Source: an optimization exercise on an open RTL-to-GDS flow (aim: small area, a short achievable clock period and few clock cycles per item). Production flows keep margins and buffers that such runs may drop. The RTL was checked by simulation tests, not by an equivalence proof against the original design.

pepper:
## anffl_tex_etc1_encoder
module anffl_tex_etc1_encoder
(
  input  logic        clk,
  input  logic        rst_n,
  input  logic        in_valid,
  output logic        in_ready,
  input  logic [23:0] in_texel,
  output logic        out_valid,
  input  logic        out_ready,
  output logic [63:0] out_block,
  output logic        busy
);
Size: roughly 8600 cells after synthesis, ~1600 flip-flops, about 95 I/O pins, roughly 84000 sq um of cells after synthesis.
Settings: LEC_CHECK=0, CAP_MARGIN=20, CORE_MARGIN=2, CORE_UTILIZATION=40, CTS_CLUSTER_DIAMETER=100, CTS_CLUSTER_SIZE=25, SLEW_MARGIN=20; clock period 17.0 ns.
run.sh (not shown) runs the stock make flow with config.mk's settings and CLKGATE_MAP_FILE= SYNTH_SCRIPT=/design/flow/synth_recipe.tcl, a recipe that flattens the netlist after the stock synthesis.
Testbench counts of pepper, summed over its fixed seeds: cycles 6,328, blocks 384.
Inputs modified between pepper and ember:
--- a/flow/design.v
+++ b/flow/design.v
@@ -152,61 +152,73 @@
   input  logic        out_ready,
   output logic [63:0] out_block,
   output logic        busy
 );
   localparam int AW = anffl_tex_pkg::AW;
   logic [3:0] ph, widx, ph_n, widx_n;
-  logic       pend, run_q, done_pend, fill, ov, wr_d, rdy_q, busy_q;
+  logic       pend, run_q, done_pend, fill, ov, rdy_q, busy_q;
+  logic       ov_o, slot_q, pok_q, rdy_i;
+  logic       last_q;    
+  logic       inc;       
   logic       pend_n, run_n, done_n, fill_n, ov_n, start_n;
   logic [2:0] nblk, nblk_n;
   logic       start, ev0, wr, ta, tb, idle;
   logic       v1, v2, v3;
   assign start     = (ph == 4'd0) && pend && (!done_pend || !ov);
   assign ev0       = (ph == 4'd0) ? start : run_q;
-  assign wr        = in_valid && rdy_q;
+  assign rdy_i     = slot_q && pok_q;
+  assign inc       = in_valid && last_q;
+  assign wr        = in_valid && rdy_i;
   assign ta        = (ph == 4'd3) && done_pend && !ov && !fill;
   assign tb        = (ph == 4'd5) && fill;
   assign in_ready  = rdy_q;
-  assign out_valid = ov;
+  assign out_valid = ov_o;
   assign idle      = (widx == 4'd0) && !pend && !run_q && !done_pend && !fill
                      && !v1 && !v2 && !v3;
   assign busy      = busy_q;
   always_comb begin
     ph_n    = (ph == 4'd0 && idle && !wr) ? 4'd0 : ph + 4'd1;
     widx_n  = wr ? widx + 4'd1 : widx;
-    pend_n  = (wr && widx == 4'd15) ? 1'b1 : (start ? 1'b0 : pend);
+    pend_n  = inc ? 1'b1 : (start ? 1'b0 : pend);
     run_n   = (ph == 4'd0) ? start : run_q;
     done_n  = (ph == 4'd15 && run_q) ? 1'b1 : (tb ? 1'b0 : done_pend);
     fill_n  = ta ? 1'b1 : (tb ? 1'b0 : fill);
     ov_n    = tb ? 1'b1 : ((ov && out_ready) ? 1'b0 : ov);
-    case ({wr && widx == 4'd15, ov && out_ready})
+    case ({inc, ov && out_ready})
       2'b10:   nblk_n = nblk + 3'd1;
       2'b01:   nblk_n = nblk - 3'd1;
       default: nblk_n = nblk;
     endcase
     start_n = (ph_n == 4'd0) && pend_n && (!done_n || !ov_n);
   end
-  logic inc_ok, dec_ok, busy_n, rdy_n;
+  logic dec_ok, busy_n, rdy_n;
   logic [3:0] rdy_w;    
-  assign inc_ok = rdy_q && (widx == 4'd15);
+  logic [3:0] slot_w, pok_w, last_w;
+  logic       slot_n, pok_n, last_n;
   assign dec_ok = ov;
   always_comb begin
     for (int k = 0; k < 4; k++) begin
       logic       w, o, pn, dn, on, sn;
       logic [3:0] wn, phk;
-      w  = k[1] && rdy_q;
+      w  = k[1] && rdy_i;
       o  = k[0];
       wn = w ? widx + 4'd1 : widx;
       phk = (ph == 4'd0 && idle && !w) ? 4'd0 : ph + 4'd1;
       pn = (w && widx == 4'd15) ? 1'b1 : (start ? 1'b0 : pend);
       on = tb ? 1'b1 : ((ov && o) ? 1'b0 : ov);
       sn = (phk == 4'd0) && pn && (!done_n || !on);
-      rdy_w[k] = (phk == wn) && (!pn || sn);
+      slot_w[k] = (phk == wn);
+      pok_w[k]  = !pn || sn;
+      rdy_w[k]  = slot_w[k] && pok_w[k];
+      last_w[k] = rdy_w[k] && (wn == 4'd15);
     end
-    rdy_n = rdy_w[{in_valid, out_ready}];
-    case ({in_valid && inc_ok, out_ready && dec_ok})
+    last_n = last_w[{in_valid, out_ready}];
+    rdy_n  = rdy_w[{in_valid, out_ready}];
+    slot_n = slot_w[{in_valid, out_ready}];
+    pok_n  = pok_w[{in_valid, out_ready}];
+    case ({inc, out_ready && dec_ok})
       2'b10:   busy_n = 1'b1;
       2'b01:   busy_n = (nblk > 3'd1);
       default: busy_n = (nblk != 3'd0);
     endcase
   end
   always_ff @(posedge clk or negedge rst_n) begin
@@ -215,28 +227,34 @@
       widx      <= '0;
       pend      <= 1'b0;
       run_q     <= 1'b0;
       done_pend <= 1'b0;
       fill      <= 1'b0;
       ov        <= 1'b0;
-      wr_d      <= 1'b0;
       nblk      <= '0;
       rdy_q     <= 1'b0;
       busy_q    <= 1'b0;
+      slot_q    <= 1'b0;
+      pok_q     <= 1'b0;
+      ov_o      <= 1'b0;
+      last_q    <= 1'b0;
     end else begin
       ph        <= ph_n;
       widx      <= widx_n;
       pend      <= pend_n;
       run_q     <= run_n;
       done_pend <= done_n;
       fill      <= fill_n;
       ov        <= ov_n;
-      wr_d      <= wr;
       nblk      <= nblk_n;
       rdy_q     <= rdy_n;
       busy_q    <= busy_n;
+      slot_q    <= slot_n;
+      pok_q     <= pok_n;
+      ov_o      <= tb || (ov_o && !out_ready);
+      last_q    <= last_n;
     end
   end
   logic [23:0] tr [16];
   always_ff @(posedge clk) begin
     for (int i = 0; i < 15; i++) tr[i] <= tr[i+1];
     tr[15] <= wr ? in_texel : tr[0];
==> notes.md <==
- Higher met2 wire length among pepper and ember: ember
- When the final numbers for pepper and ember were put side by side, the number of signal-net buffers in the layout turned out to be greater in ember.
- In the metrics for pepper and ember, the one carrying the lower post-layout minimum cycle time is pepper.
- Global-route usage (ember over pepper): increase, 0.26 points
- In ember the worst setup slack turned out 0.017 ns lower than in pepper.
- Delta (ember minus pepper): total clock buffers created by CTS up 1; total number of vias up 2.4%; cell count after synthesis up 200.
- Fraction of the mapped netlist area in adder cells essentially unchanged between pepper and ember.
- The maximum clock frequency of ember is lower than that of pepper.
- On part of the cycle the worst path needs, pepper and ember are basically level.
Testbench counts of ember, summed over its fixed seeds: cycles 6,328, blocks 384.

static timing again, ports no longer ideal:
No port has a modelled driver above. Below, the same layouts with a new extraction and two added sets of constraints. Step 1 sets driving cells, clkbuf_16 on the clock port and buf_2 on the other inputs (assumed; they add their load-dependent delay and slew). Step 2 also shifts input and output timing later by t, the mid clock arrival at the registers, as if the neighbouring blocks saw the same clock. Three values: ideal, step 1, step 2; two values: the first two.
run	t, ns	setup WS [ns]	clock arrival spread, ns	slew at the worst register clock pin (ns)	worst slew at a driven data input, ns
pepper	0.819	11.689 / 11.606 / 11.072	0.059 / 0.059	0.11 / 0.11	0.05
ember	0.821	11.672 / 11.672 / 11.672	0.043 / 0.042	0.11 / 0.11	0.06
After both steps setup and hold are still met in every run listed. For pepper, which loses most, drivers alone change the setup slack by -0.083 ns; drivers and shift together by -0.617 ns.
